Source: an optimization exercise on an open RTL-to-GDS flow (aim: small area). Production flows keep margins and buffers that such runs may drop.
Function was checked by simulation only, so behaviour that the tests miss may differ from the original.
Power and IR drop assume default switching activity.

== job 5389 ==
## issue_top
module issue_top (
    input  logic                clk,
    input  logic                rst,
    input  logic                flush,
    input  logic                div_busy,
    input  logic                inst_valid,
    input  logic [1-1:0]    inst_fu,
    input  issue_pkg::op_word_u inst_op,
    input  logic [4-1:0]   inst_rob_tag,
    input  logic                inst_rs1_valid,
    input  logic [4-1:0]   inst_rs1_tag,
    input  logic [32-1:0]    inst_rs1_data,
    input  logic                inst_rs2_valid,
    input  logic [4-1:0]   inst_rs2_tag,
    input  logic [32-1:0]    inst_rs2_data,
    input  logic [32-1:0]    inst_imm,
    input  logic                inst_use_imm,
    output logic                inst_ready,
    input  logic                cdb_valid,
    input  logic [4-1:0]   cdb_tag,
    input  logic [32-1:0]    cdb_data,
    output logic                alu_valid,
    output logic [4-1:0]    alu_op,
    output logic [4-1:0]   alu_rob_tag,
    output logic [32-1:0]    alu_src1,
    output logic [32-1:0]    alu_src2,
    output logic                div_start,
    output logic                div_signed,
    output logic                div_rem,
    output logic [4-1:0]   div_rob_tag,
    output logic [32-1:0]    div_src1,
    output logic [32-1:0]    div_src2
);
    logic                clr;
    logic                alu_enq;
    logic                div_enq;
    logic                alu_has_space;
    logic                div_has_space;
    logic [32-1:0]    in_d1;
    logic [32-1:0]    in_d2;
  ...
clock: 5.0 ns
lec_check: 0
cap_margin: 20
core_margin: 2
core_utilization: 40
cts_buf_list: sky130_fd_sc_hd__clkbuf_4
slew_margin: 20
run.sh (not shown) runs the stock make flow with config.mk's settings and CLKGATE_MAP_FILE= SYNTH_SCRIPT=/design/flow/synth_recipe.tcl, a recipe that flattens the netlist after the stock synthesis.
[inputs] job 3381 vs job 5389
Settings: CORE_UTILIZATION changed from 40 to 70; CTS_BUF_LIST removed (was sky130_fd_sc_hd__clkbuf_4).
==> flow/flow/run.sh (new file) <==
#!/bin/bash
# Standard layout, with the port buffers made from buf_1 instead of the
# default choice (clkdlybuf4s50_1, which is larger).
set -euo pipefail
export BUFFER_PORTS_ARGS="-buffer_cell sky130_fd_sc_hd__buf_1"
bash standard.sh > standard.log 2>&1
==> flow/standard.sh (new file) <==
#!/bin/bash
# synth_recipe.tcl (not shown) runs the flow's synth.tcl, then flattens the netlist and writes it again
# the make line also repeats each setting of config.mk as NAME=value (left out here)
make -C /OpenROAD-flow-scripts/flow DESIGN_CONFIG=/design/flow/config.mk WORK_HOME=/design/flow/orfs CLKGATE_MAP_FILE= SYNTH_SCRIPT=/design/flow/synth_recipe.tcl "${@:-finish}"
removed: flow/run.sh
==> run notes <==
- Job 3381 ran to completion and came out clean on the timing, design-rule and antenna checks.
- Min post-route clock period utilization across job 5389 and job 3381: job 3381
- Looking at cell-internal power across both flows, job 3381 is the stronger of the two, with job 5389 trailing.
- Compared job 3381 vs job 5389, and average wire per standard cell is up in job 3381.
- Job 3381: met2 wire length lower than job 5389
- Post-placement setup slack ends up higher on job 3381.
- The higher final cell count came out of job 5389.
- Comparing job 5389 and job 3381, the lower aggregate global-route resource usage was measured on job 5389.
- Comparing job 5389 and job 3381, the higher critical path arrival is on job 5389.
- Of job 5389 and job 3381, job 3381 shows the higher non-clock buffer count, with job 5389 below it.
- When job 3381 is measured against job 5389, its clock skew turns out 0.044 ns lower.
--- input diff job 3381..job 2167 ---
Settings: CTS_CLUSTER_DIAMETER now 60, previously not set; CORE_UTILIZATION now 40, was 70; CTS_CLUSTER_SIZE now 40, previously not set.
==> comparison <==
Compared with job 3381, job 2167 is the less power-hungry design. In the flow results for job 2167 and job 3381, the switching power summed over all nets is smaller on job 3381. Changes observed in job 2167 relative to job 3381: final core utilization now sits lower, via count now sits lower. Any difference in signed area change from the synthesized netlist to the final layout between job 3381 and job 2167 is small enough to ignore. Compared with job 3381, in job 2167 highest net fanout along the worst path +13, post-CTS setup buffer count flat, core region area grew by 21000 um2.
Here is what was changed in the inputs of job 9379 compared with job 2167.
Settings: a deleted CTS_CLUSTER_SIZE that had been 40; a deleted CTS_CLUSTER_DIAMETER that had been 60.
==> flow/run.sh (new file) <==
#!/bin/bash
# synth_recipe.tcl (not shown) runs the flow's synth.tcl, then flattens the netlist and writes it again
# the make line also repeats each setting of config.mk as NAME=value (left out here)
make -C /OpenROAD-flow-scripts/flow DESIGN_CONFIG=/design/flow/config.mk WORK_HOME=/design/flow/orfs CLKGATE_MAP_FILE= SYNTH_SCRIPT=/design/flow/synth_recipe.tcl finish
removed: flow/flow/run.sh
removed: flow/standard.sh
--- outcome ---
The non-clock buffer count in job 9379 was lower than what job 2167 gave.
Cmp job 9379 vs job 2167: setup slack lower in job 9379
Job 9379 against job 2167: cell count picked up an extra 1.0%, met3 layer wire length in the routed design picked up an extra 5.7%, share of the cycle needed by the critical path after routing picked up an extra 6.9 points, clock-pin slew on the worst setup and hold paths lost 0.03 ns.
Compared with job 2167, placement density in the core of job 9379 is higher.
Diff job 9379..job 2167 | synthesized cell count | unchanged
Going from job 2167 to job 9379, buffer share of cell area grows by 6.9 points.
The lower clock power of job 2167 and job 9379 is in job 2167.
Job 9379 vs job 2167: switching fraction of total power down

* * *

== v6 ==
issue_top, a different RTL version from the one above (not shown whole).
For scale: roughly 450 flip-flops, roughly 300 I/O pins.
clock: 5.0 ns
lec_check: 0
cap_margin: 20
core_margin: 2
core_utilization: 40
cts_cluster_diameter: 80
cts_cluster_size: 60
slew_margin: 20
standard.sh (not shown) runs the stock make flow with config.mk's settings and CLKGATE_MAP_FILE= SYNTH_SCRIPT=/design/flow/synth_recipe.tcl, a recipe that flattens the netlist after the stock synthesis.
==> flow/flow/run.sh <==
#!/bin/bash
# Standard layout (the standard.sh, standard synthesis unchanged) with two
# changes to how the layout is made:
#  - the port buffers are buf_1 rather than the default clkdlybuf4s50_1;
#  - before floorplanning, combinational cells that synthesis sized up are set
#    back to their smallest drive (downsize.tcl); the flow's own repair steps
#    then upsize where timing, slew or load needs it.
set -euo pipefail
here=$(pwd)
export BUFFER_PORTS_ARGS="-buffer_cell sky130_fd_sc_hd__buf_1"
export PRE_FLOORPLAN_TCL="$here/flow/downsize.tcl"
bash standard.sh > standard.log 2>&1
==> flow/flow/downsize.tcl <==
# Set every combinational cell that synthesis sized up back to the smallest
# drive of the same function; placement and CTS repair upsize where timing,
# slew or load needs it.
set ds_db [ord::get_db]
set ds_block [[$ds_db getChip] getBlock]
set ds_count 0
foreach ds_inst [$ds_block getInsts] {
  set ds_m [[$ds_inst getMaster] getName]
  if { [regexp {^(sky130_fd_sc_hd__[a-z0-9]+)_([0-9]+)$} $ds_m -> ds_base ds_sz] && $ds_sz > 1 } {
    if { [regexp {df|dl|sdf|edf|clk|tap|fill|decap|conb} $ds_base] } { continue }
    foreach ds_try [list ${ds_base}_1 ${ds_base}_0] {
      if { [$ds_db findMaster $ds_try] != "NULL" && [sta::find_liberty_cell $ds_try] != "NULL" } {
        if { [lsearch -exact $::env(DONT_USE_CELLS) $ds_try] < 0 } {
          replace_cell [$ds_inst getName] $ds_try
          incr ds_count
          break
        }
      }
    }
  }
}
puts "downsize: $ds_count cells set to their smallest drive"
v6 went all the way through synthesis, placement and routing and the layout is clean on timing, DRC and antenna.
What v11 does differently from v6 at the input level:
Settings: a change of CTS_CLUSTER_SIZE from 60 to 30; an added CTS_BUF_LIST of sky130_fd_sc_hd__clkbuf_8; a change of CAP_MARGIN from 20 to 0; an added PLACE_DENSITY of 0.7; a change of SLEW_MARGIN from 20 to 0; a change of CTS_CLUSTER_DIAMETER from 80 to 50.
--- a/flow/flow/run.sh
+++ b/flow/flow/run.sh
@@ -11,2 +11,3 @@
 export PRE_FLOORPLAN_TCL="$here/flow/downsize.tcl"
+export CTS_ARGS="-sink_clustering_enable -repair_clock_nets -sink_clustering_size 30 -sink_clustering_max_diameter 50 -buf_list sky130_fd_sc_hd__clkbuf_8 -dont_use_dummy_load"
 bash standard.sh > standard.log 2>&1
### Flow results
- Comparing delay of the slowest cell on the worst path for v11 and v6, the bigger number came from v6.
- v11 vs. v6: sequential share of layout area now sits higher; post-synthesis chip area from yosys ~0 delta; number of placed instances, taps included level.
- Side by side, H-tree depth turned out higher in v11 than in v6.
- [compare] base=v6 new=v11: smallest setup slack after layout picked up an extra 150 ps; leakage power figure lost about 2.3%.
- From v6 to v11 the numbers moved as follows: fraction of layout instances using a drive strength above 1 decreased by 0.31 points relative to the old numbers; post-placement setup slack went down 50 ps; worst hold-check slack barely changed.
Input-level comparison between v47 and v11:
Settings: removing PLACE_DENSITY (formerly 0.7); changing CTS_CLUSTER_DIAMETER from 50 to 60; changing SLEW_MARGIN from 0 to 20; changing CTS_CLUSTER_SIZE from 30 to 40; removing CTS_BUF_LIST (formerly sky130_fd_sc_hd__clkbuf_8); changing CAP_MARGIN from 0 to 20.
--- a/flow/flow/run.sh
+++ b/flow/flow/run.sh
@@ -11,3 +11,3 @@
 export PRE_FLOORPLAN_TCL="$here/flow/downsize.tcl"
-export CTS_ARGS="-sink_clustering_enable -repair_clock_nets -sink_clustering_size 30 -sink_clustering_max_diameter 50 -buf_list sky130_fd_sc_hd__clkbuf_8 -dont_use_dummy_load"
+export CTS_ARGS="-sink_clustering_enable -repair_clock_nets -sink_clustering_size 40 -sink_clustering_max_diameter 60 -dont_use_dummy_load"
 bash standard.sh > standard.log 2>&1
Findings:
- v11: all stages complete, timing, DRC and antenna checks passed
- v47 finished all stages; the layout is clean.
- Compared with v11, v47 is hungrier on power.
- Looking only at clock network fraction of total power, and setting everything else aside, the lower value of v11 and v47 goes to v11.
- Switching power of v47 exceeds that of v11 by a few percent.
- The via count of v47 was superior to that of v11.
- Of v11 and v47, the higher estimated wirelength of the detail-placed design belongs to v11.
- Setup slack: v47 less than v11
- Of the two values seen for top routing layer in use, met4 was produced by v47 and met5 by v11.
- [compare] base=v11 new=v47: net switching fraction of the power went down by 1.1 points, final cell count did not really move.

* * *

north:
issue_top again, from the RTL that the note above started with.
clock: 5.0 ns
lec_check: 0
cap_margin: 20
core_margin: 2
core_utilization: 40
cts_cluster_diameter: 60
cts_cluster_size: 40
slew_margin: 20
==> flow/flow/run.sh <==
#!/bin/bash
# Standard layout (the standard.sh, standard synthesis unchanged) with two
# changes to how the layout is made:
#  - the port buffers are buf_1 rather than the default clkdlybuf4s50_1;
#  - before floorplanning, combinational cells that synthesis sized up are set
#    back to their smallest drive (downsize.tcl); the flow's own repair steps
#    then upsize where timing, slew or load needs it.
set -euo pipefail
here=$(pwd)
export BUFFER_PORTS_ARGS="-buffer_cell sky130_fd_sc_hd__buf_1"
export PRE_FLOORPLAN_TCL="$here/flow/downsize.tcl"
bash standard.sh > standard.log 2>&1
Scripts as last shown in full above: flow/flow/downsize.tcl
## Diff of input files: south against north
Settings: PLACE_DENSITY now 0.7, previously not set; CTS_CLUSTER_SIZE now 30, was 40; CTS_CLUSTER_DIAMETER now 50, was 60; CTS_BUF_LIST now sky130_fd_sc_hd__clkbuf_8, previously not set.
--- a/flow/flow/run.sh
+++ b/flow/flow/run.sh
@@ -11,0 +12 @@
+export CTS_ARGS="-sink_clustering_enable -repair_clock_nets -sink_clustering_size 30 -sink_clustering_max_diameter 50 -buf_list sky130_fd_sc_hd__clkbuf_8 -dont_use_dummy_load"
### Flow results
Between north and south, the sequential share of layout area is lower for north. Of south and north, it is south that has the lower total stage count of the critical path. Fmax grows by a few percent when moving from north to south. Compared with north, in south routed wire length -1700 um; portion of the layout cell area used by clock cells -3.3 points. As of south, amount of wire on met2 after detailed routing had fallen by a few percent compared to north. Measured against south, the number of buffers inserted during clock tree synthesis of north comes out at 0.949 times the reference value. From north to south the numbers moved as follows: final design area excluding fillers shows a reduction of about 3.3%; clock sink total shows no meaningful change; clock-buffer cell count shows a reduction of 9.3%; post-placement worst setup slack shows a reduction of 0.050 ns.
Edits applied to the flow inputs when going from south to east:
Settings: changing CTS_CLUSTER_DIAMETER from 50 to 60; changing CTS_CLUSTER_SIZE from 30 to 40; removing CTS_BUF_LIST (formerly sky130_fd_sc_hd__clkbuf_8).
--- a/flow/flow/run.sh
+++ b/flow/flow/run.sh
@@ -12 +12 @@
-export CTS_ARGS="-sink_clustering_enable -repair_clock_nets -sink_clustering_size 30 -sink_clustering_max_diameter 50 -buf_list sky130_fd_sc_hd__clkbuf_8 -dont_use_dummy_load"
+export CTS_ARGS="-sink_clustering_enable -repair_clock_nets -sink_clustering_size 40 -sink_clustering_max_diameter 60 -dont_use_dummy_load"
--- outcome ---
- Re utilization after layout: east is 0.65 points up on south.
- Delta (east minus south): design area moved up; maximum clock frequency level; measured slew at the worst slew-check pin moved up.
The inputs of west differ from those of east as listed below.
Settings: changing CTS_CLUSTER_DIAMETER from 60 to 40; changing CTS_CLUSTER_SIZE from 40 to 25; setting CTS_BUF_LIST to sky130_fd_sc_hd__clkbuf_8 for the first time.
--- a/flow/flow/run.sh
+++ b/flow/flow/run.sh
@@ -12 +12 @@
-export CTS_ARGS="-sink_clustering_enable -repair_clock_nets -sink_clustering_size 40 -sink_clustering_max_diameter 60 -dont_use_dummy_load"
+export CTS_ARGS="-sink_clustering_enable -repair_clock_nets -sink_clustering_size 25 -sink_clustering_max_diameter 40 -buf_list sky130_fd_sc_hd__clkbuf_8 -dont_use_dummy_load"
Findings:
west vs. east: post-route clock period utilization moved up; clock network fraction of total power decreased 2.1 points; global-route met2 utilization did not really move; number of standard cells in the final layout excluding fillers up 21; sequential share of layout area went up 0.19 points.
Count of cell instances traversed by the critical path came out exactly the same in west and east.
Row relative slew slack: west higher / east lower

## re-timing with driven ports
In the flow no input, the clock included, has a driving cell. The finished layouts below were timed again as built, in two steps. Step 1: set_driving_cell puts a clkbuf_16 on clk and a buf_2 on each other input, an assumption about the parent block. Step 2, shift: input delay + t, output delay - t, t = (earliest + latest rising clock arrival at the registers) / 2. This alone moves slack from input paths to output paths. Slacks: no drivers / after step 1 / after step 2; pairs: no drivers / after step 1.
| run | t, ns | setup WS [ns] | clock arrival spread, ns | cell pins on the clock port's net |
|---|---|---|---|---|
| job 5389 | 0.934 | 0.536 / 0.477 / 1.010 | 0.055 / 0.055 | 1 |
| job 3381 | 0.597 | 1.222 / 1.169 / 1.216 | 0.011 / 0.011 | 1 |
| job 2167 | 0.623 | 1.182 / 1.121 / 1.293 | 0.034 / 0.033 | 1 |
| job 9379 | 0.644 | 0.835 / 0.776 / 1.011 | 0.022 / 0.022 | 1 |
| v6 | 0.650 | 1.089 / 1.029 / 1.329 | 0.036 / 0.036 | 1 |
| v11 | 0.641 | 1.242 / 1.185 / 1.291 | 0.075 / 0.075 | 1 |
| v47 | 0.614 | 1.104 / 1.044 / 1.326 | 0.050 / 0.050 | 1 |
| north | 0.625 | 1.083 / 1.025 / 1.341 | 0.032 / 0.031 | 1 |
| south | 0.641 | 1.242 / 1.185 / 1.291 | 0.075 / 0.075 | 1 |
| east | 0.578 | 1.250 / 1.196 / 1.272 | 0.054 / 0.055 | 1 |
| west | 0.691 | 1.139 / 1.089 / 1.302 | 0.055 / 0.055 | 1 |
After both steps every run listed still meets setup and hold. The setup slack of job 3381, which loses most, moves by -0.053 ns with the drivers and by -0.006 ns with both steps.
